Background: an optimization exercise with open tools, aiming at small area, a short achievable clock period and few clock cycles per item. Do not read the settings as production practice. RTL that was checked went through simulation tests only; none was proved equivalent to the original. Power figures rest on the tool's default switching activity, not on a simulated workload.

==> run P <==
// pvt_derating_factor_interpolator
module pvt_derating_factor_interpolator (
  input  logic                                clk,
  input  logic                                rst_n,
  input  logic                                in_valid,
  output logic                                in_ready,
  input  logic [pdfi_pkg::VOLT_W-1:0]         in_voltage_mv,
  input  logic signed [pdfi_pkg::TEMP_W-1:0]  in_temperature_decideg,
  input  logic [pdfi_pkg::CORNER_W-1:0]       in_process_corner,
  output logic                                out_valid,
  input  logic                                out_ready,
  output logic [pdfi_pkg::FACTOR_W-1:0]       out_voltage_factor,
  output logic [pdfi_pkg::FACTOR_W-1:0]       out_temperature_factor,
  output logic [pdfi_pkg::FACTOR_W-1:0]       out_process_factor,
  output logic                                out_voltage_ok,
  output logic                                out_temperature_ok,
  output logic                                out_process_ok
);
clock: 7.0 ns
lec_check: 0
abc_area: 1
cap_margin: 20
core_margin: 2
core_utilization: 40
setup_slack_margin: 3.2
slew_margin: 20
run.sh (not shown) runs the stock make flow with config.mk's settings and CLKGATE_MAP_FILE= SYNTH_SCRIPT=/design/flow/synth_recipe.tcl, a recipe that flattens the netlist after the stock synthesis.
==> inputs of run Z, as changes to run P <==
--- a/flow/config.mk
+++ b/flow/config.mk
@@ -9,5 +9,5 @@
 export CAP_MARGIN = 20
 export CORE_MARGIN = 2
 export CORE_UTILIZATION = 40
-export SETUP_SLACK_MARGIN = 3.2
+export SETUP_SLACK_MARGIN = 3.6
 export SLEW_MARGIN = 20
==> results.sh <==
export IMPL_status="finished clean"
export IMPL_seq_area_frac=0.2305
export IMPL_p_per_area_nw_per_um2=263.1
export IMPL_cp_arrival_ns=2.54
export IMPL_pwr_share_seq=0.275
export IMPL_cts_setup_buffers=128
export IMPL_p_total_w=0.004227
export IMPL_clk_pin_slew_ns=0.06
(the above is from run Z)
==> results.sh <==
export IMPL_clk_pin_slew_ns=0.07
export IMPL_p_per_area_nw_per_um2=263.2
export IMPL_status="finished clean"
export IMPL_cp_arrival_ns=2.55
export IMPL_synth_seq_cells=124
export IMPL_seq_area_frac=0.2525
export IMPL_gp_congestion=1.045
export IMPL_cts_setup_buffers=32
export IMPL_grt_pass1_vias=10460
export IMPL_p_total_w=0.003861
export IMPL_pwr_share_seq=0.300
(the above is from run P)
Function was not checked in any run of this note: the RTL went through the layout flow alone.


==> 05-27: inputs <==
Another version of the RTL of pvt_derating_factor_interpolator (not shown whole).
make LEC_CHECK=0 ABC_AREA=1 CAP_MARGIN=20 CORE_MARGIN=2 CORE_UTILIZATION=40 PLACE_DENSITY=0.75 SETUP_SLACK_MARGIN=3.4 SLEW_MARGIN=20 finish   # period 7.0 ns
==> 07-06: changes against 05-27 <==
--- a/flow/design.v
+++ b/flow/design.v
@@ -8,8 +8,6 @@
   localparam int VSW = 9;
   localparam int TUW = 6;
   localparam int TSW = 36;
-  localparam int VGN = 1;   
-  localparam int TGN = 1;
   localparam int VNB = 10;
   localparam int TNB = 10;
   localparam logic [FACTOR_W-1:0] PF_SLOW = 22'd1231275;
--- a/flow/config.mk
+++ b/flow/config.mk
@@ -9,6 +9,5 @@
 export CAP_MARGIN = 20
 export CORE_MARGIN = 2
 export CORE_UTILIZATION = 40
-export PLACE_DENSITY = 0.75
 export SETUP_SLACK_MARGIN = 3.4
 export SLEW_MARGIN = 20
==> 06-21: changes against 05-27 <==
--- a/flow/design.v
+++ b/flow/design.v
@@ -8,8 +8,6 @@
   localparam int VSW = 9;
   localparam int TUW = 6;
   localparam int TSW = 36;
-  localparam int VGN = 1;   
-  localparam int TGN = 1;
   localparam int VNB = 10;
   localparam int TNB = 10;
   localparam logic [FACTOR_W-1:0] PF_SLOW = 22'd1231275;
--- a/flow/config.mk
+++ b/flow/config.mk
@@ -9,6 +9,5 @@
 export CAP_MARGIN = 20
 export CORE_MARGIN = 2
 export CORE_UTILIZATION = 40
-export PLACE_DENSITY = 0.75
-export SETUP_SLACK_MARGIN = 3.4
+export SETUP_SLACK_MARGIN = 3.1
 export SLEW_MARGIN = 20
==> impl_metrics.csv <==
group,metric,value,unit
detailed_routing,met3_length,3.062,mm
setup_path,crit_required,7170,ps
place,dp_cells,1934,
sta,worst_pin_slew,902.8,ps
sta,max_freq,261.1,MHz
outcome,outcome,"complete, no violations",
detailed_routing,routed_wl,38.98,mm
Source of the figures above: 06-21

==> impl_metrics.csv <==
group,metric,value,unit
sta,max_freq,276.7,MHz
grt,grt_usage,26.35,%
setup_path,crit_required,5600,ps
outcome,outcome,"complete, no violations",
floorplanning,die_area,0.03082,mm2
detailed_routing,met3_length,3.311,mm
clocking,clkSlewWorstSetupHoldPaths,60,ps
detailed_routing,routed_wl,40.66,mm
Source of the figures above: 05-27

==> impl_metrics.csv <==
group,metric,value,unit
detailed_routing,routed_wl,39.58,mm
outcome,outcome,"complete, no violations",
place,dp_cells,1934,
setup_path,worstSetupEndpoint,"u_back.tls_r[11]",
sta,max_freq,279.5,MHz
setup_path,crit_required,7190,ps
sta,worst_pin_slew,810.4,ps
layout,final_common_cell,"nand2_1",
Source of the figures above: 07-06

Testbench counts of 07-06, summed over its fixed seeds: cycles 16,016, items 16,000.
Testbench counts of 06-21, summed over its fixed seeds: cycles 16,016, items 16,000.
For 05-27, only the layout was checked, not whether the RTL still works.


==> inputs of garnet <==
pvt_derating_factor_interpolator, a different RTL version from the one above (not shown whole).
==> flow/config.mk <==
export PLATFORM = sky130hd
export DESIGN_NAME = pvt_derating_factor_interpolator
export DESIGN_NICKNAME = pvt_derating_factor_interpolator
export VERILOG_FILES = /design/flow/design.v
export SDC_FILE = /design/flow/constraint.sdc
export NUM_CORES = 4
export LEC_CHECK = 0
export ABC_CLOCK_PERIOD_IN_PS = 3500
export CAP_MARGIN = 20
export CORE_MARGIN = 2
export CORE_UTILIZATION = 40
export SETUP_SLACK_MARGIN = 3.0
export SLEW_MARGIN = 20
==> flow/constraint.sdc <==
create_clock -name core_clock -period 7.0 [get_ports {clk}]
set_input_delay 1.4000 -clock core_clock [delete_from_list [all_inputs] [get_ports {clk}]]
set_output_delay 1.4000 -clock core_clock [all_outputs]
set_load 0.01 [all_outputs]
==> xenon (differences from garnet) <==
Settings changed: ABC_CLOCK_PERIOD_IN_PS 3500 to unset, SETUP_SLACK_MARGIN 3.0 to unset.
==> notes <==
In xenon the non-clock buffer count is lower than in garnet, by 193.
In sequential power, garnet and xenon hardly differ.
In area after synthesis, xenon and garnet do not differ.
In xenon the first-iteration DRC count is lower than in garnet, by 6.2%.
In critical path depth, xenon and garnet do not differ.
In synthesized cell count, xenon and garnet do not differ.
Function was not checked in any run of this note: the RTL went through the layout flow alone.


==> trial 68 <==
pvt_derating_factor_interpolator, a different RTL version from the one above (not shown whole).
Settings: LEC_CHECK=0, ABC_AREA=1, CAP_MARGIN=20, CORE_MARGIN=2, CORE_UTILIZATION=45, SETUP_SLACK_MARGIN=3.4, SLEW_MARGIN=20; clock period 7.0 ns.
standard.sh (not shown) runs the stock make flow with config.mk's settings and CLKGATE_MAP_FILE= SYNTH_SCRIPT=/design/flow/synth_recipe.tcl, a recipe that flattens the netlist after the stock synthesis.
==> flow/flow/run.sh <==
#!/bin/bash
# The standard layout (the standard.sh, unchanged synthesis and steps),
# with the port buffers that ORFS's buffer_ports inserts made of the plain
# buf_1 cell instead of the delay buffer it picks by default. Every port
# still gets its own buffer. make's full output goes to standard.log here;
# each ORFS step keeps its own log under orfs/logs.
set -euo pipefail
export BUFFER_PORTS_ARGS="-buffer_cell sky130_fd_sc_hd__buf_1"
bash standard.sh > standard.log 2>&1
==> build 93: changes against trial 68 <==
==> flow/run.sh (new file) <==
#!/bin/bash
# synth_recipe.tcl (not shown) runs the flow's synth.tcl, then flattens the netlist and writes it again
# the make line also repeats each setting of config.mk as NAME=value (left out here)
make -C /OpenROAD-flow-scripts/flow DESIGN_CONFIG=/design/flow/config.mk WORK_HOME=/design/flow/orfs CLKGATE_MAP_FILE= SYNTH_SCRIPT=/design/flow/synth_recipe.tcl finish
CORE_UTILIZATION = 40   (was 45)
SETUP_SLACK_MARGIN = 3.6   (was 3.4)
removed: flow/flow/run.sh
removed: flow/standard.sh
==> trial 56: changes against trial 68 <==
==> flow/run.sh (new file) <==
#!/bin/bash
# synth_recipe.tcl (not shown) runs the flow's synth.tcl, then flattens the netlist and writes it again
# the make line also repeats each setting of config.mk as NAME=value (left out here)
make -C /OpenROAD-flow-scripts/flow DESIGN_CONFIG=/design/flow/config.mk WORK_HOME=/design/flow/orfs CLKGATE_MAP_FILE= SYNTH_SCRIPT=/design/flow/synth_recipe.tcl finish
CORE_UTILIZATION = 40   (was 45)
removed: flow/flow/run.sh
removed: flow/standard.sh
==> qor.csv <==
metric,value,unit
outcome,timing/DRC/antenna clean,
final_min_period,3.563,ns
combinationalPowerShare,0.434,
grtUsageTotal,0.2476,
number_of_search_and_repair_iterations_in_the_first_detailed_routing_pass,5,
multi_input_comb_area,6556,sq um
That was trial 56.
==> qor.csv <==
metric,value,unit
combinationalPowerShare,0.470,
grt.met3_usage,0.05222,
outcome,timing/DRC/antenna clean,
fill_cell_total_of_the_finished_layout,2658,
clock-root-buffer,clkbuf_16,
multi_input_comb_area,7263,sq um
number_of_search_and_repair_iterations_in_the_first_detailed_routing_pass,5,
grtUsageTotal,0.2510,
final_min_period,3.555,ns
That was build 93.
==> qor.csv <==
metric,value,unit
multi_input_comb_area,6611,sq um
outcome,timing/DRC/antenna clean,
most_used_standard_cell_by_instance_count_after_synthesis,inv_1,
maxCapViolCount,0,
grtUsageTotal,0.2629,
combinationalPowerShare,0.405,
That was trial 68.
Testbench counts of trial 68, summed over its fixed seeds: cycles 16,016, items 16,000.
Testbench counts of build 93, summed over its fixed seeds: cycles 16,016, items 16,000.
Testbench counts of trial 56, summed over its fixed seeds: cycles 16,016, items 16,000.


==> run a: inputs <==
pvt_derating_factor_interpolator again, from the RTL that the note above started with.
export LEC_CHECK = 0
export ABC_AREA = 1
export CAP_MARGIN = 20
export CORE_MARGIN = 2
export CORE_UTILIZATION = 40
export SETUP_SLACK_MARGIN = 3.4
export SLEW_MARGIN = 20
create_clock -name core_clock -period 7.0 [get_ports {clk}]
==> flow/flow/run.sh <==
#!/bin/bash
# The standard layout (the standard.sh, unchanged synthesis and steps),
# with the port buffers that ORFS's buffer_ports inserts made of the plain
# buf_1 cell instead of the delay buffer it picks by default. Every port
# still gets its own buffer. make's full output goes to standard.log here;
# each ORFS step keeps its own log under orfs/logs.
set -euo pipefail
export BUFFER_PORTS_ARGS="-buffer_cell sky130_fd_sc_hd__buf_1"
bash standard.sh > standard.log 2>&1
==> run b (differences from run a) <==
- SETUP_SLACK_MARGIN: 3.4 -> 3.5
==> run summary <==
clock network power=858 µW; status=timing/DRC/antenna clean; met1 usage=36.45%; proportion of layout cells with a drive suffix above 1=19.63%; Data arrival, critical path=2.15 ns; period utilisation layout=50.71%; Pwr Total=3902 µW; most frequent cells in the layout=inv_1 (256), nor2_1 (164), nand2_1 (141); fmax=0.2817 GHz; Met2 Wirelength=15.63 mm
[end of results for run b]
==> run summary <==
status=timing/DRC/antenna clean; clock network power=856 µW; met1 usage=36.27%; proportion of layout cells with a drive suffix above 1=15.06%; most frequent cells in the layout=inv_1 (264), nor2_1 (171), nand2_1 (143); period utilisation layout=50.88%; Met2 Wirelength=15.26 mm; Data arrival, critical path=2.16 ns; Pwr Total=3831 µW; fmax=0.2808 GHz
[end of results for run a]
Testbench counts of run a, summed over its fixed seeds: cycles 16,016, items 16,000.
Testbench counts of run b, summed over its fixed seeds: cycles 16,016, items 16,000.

afterwards: timing with drivers on the ports:
The flow's constraints put no driver on any port. The routed layouts listed below were extracted and timed again, unchanged, in two steps. Step 1 sets driving cells, clkbuf_16 on the clock port and buf_2 on the other inputs (assumed; they add their load-dependent delay and slew). Step 2 moves the port delays by t, midway between the first and last clock arrival at a register: inputs arrive t later, outputs are due t later. That takes back most of the time a late clock gives input paths. Slacks: ideal ports / drivers / drivers and shift; pairs: ideal ports / drivers.
run	t (ns)	setup WS [ns]	worst hold slack (ns)	worst setup path after step 2	slew at the worst register clock pin (ns)
run P	0.469	3.051 / 3.007 / 3.026	0.418 / 0.418 / 0.418	input to register	0.07 / 0.07
run Z	0.479	3.059 / 3.007 / 3.429	0.426 / 0.426 / 0.426	register to register	0.06 / 0.06
05-27	0.478	3.386 / 3.362 / 3.362	0.419 / 0.419 / 0.419	input to output	0.07 / 0.07
07-06	0.480	3.423 / 3.423 / 3.423	0.423 / 0.423 / 0.423	register to register	0.08 / 0.08
06-21	0.481	3.170 / 3.153 / 3.170	0.419 / 0.419 / 0.419	register to register	0.08 / 0.08
garnet	0.401	1.611 / 1.611 / 1.611	0.423 / 0.423 / 0.423	register to register	0.08 / 0.08
xenon	0.399	0.463 / 0.463 / 0.463	0.425 / 0.425 / 0.425	register to register	0.07 / 0.07
trial 68	0.477	3.407 / 3.357 / 3.451	0.450 / 0.450 / 0.450	register to register	0.08 / 0.08
build 93	0.469	3.445 / 3.399 / 3.454	0.420 / 0.420 / 0.420	input to register	0.08 / 0.08
trial 56	0.470	3.437 / 3.421 / 3.421	0.420 / 0.420 / 0.420	input to output	0.07 / 0.07
run a	0.468	3.439 / 3.393 / 3.470	0.443 / 0.443 / 0.443	input to output	0.07 / 0.07
run b	0.468	3.450 / 3.404 / 3.529	0.446 / 0.446 / 0.446	register to register	0.07 / 0.07
After both steps every run listed still meets setup and hold. The setup slack of run P, which loses most, moves by -0.044 ns with the drivers and by -0.025 ns with both steps.
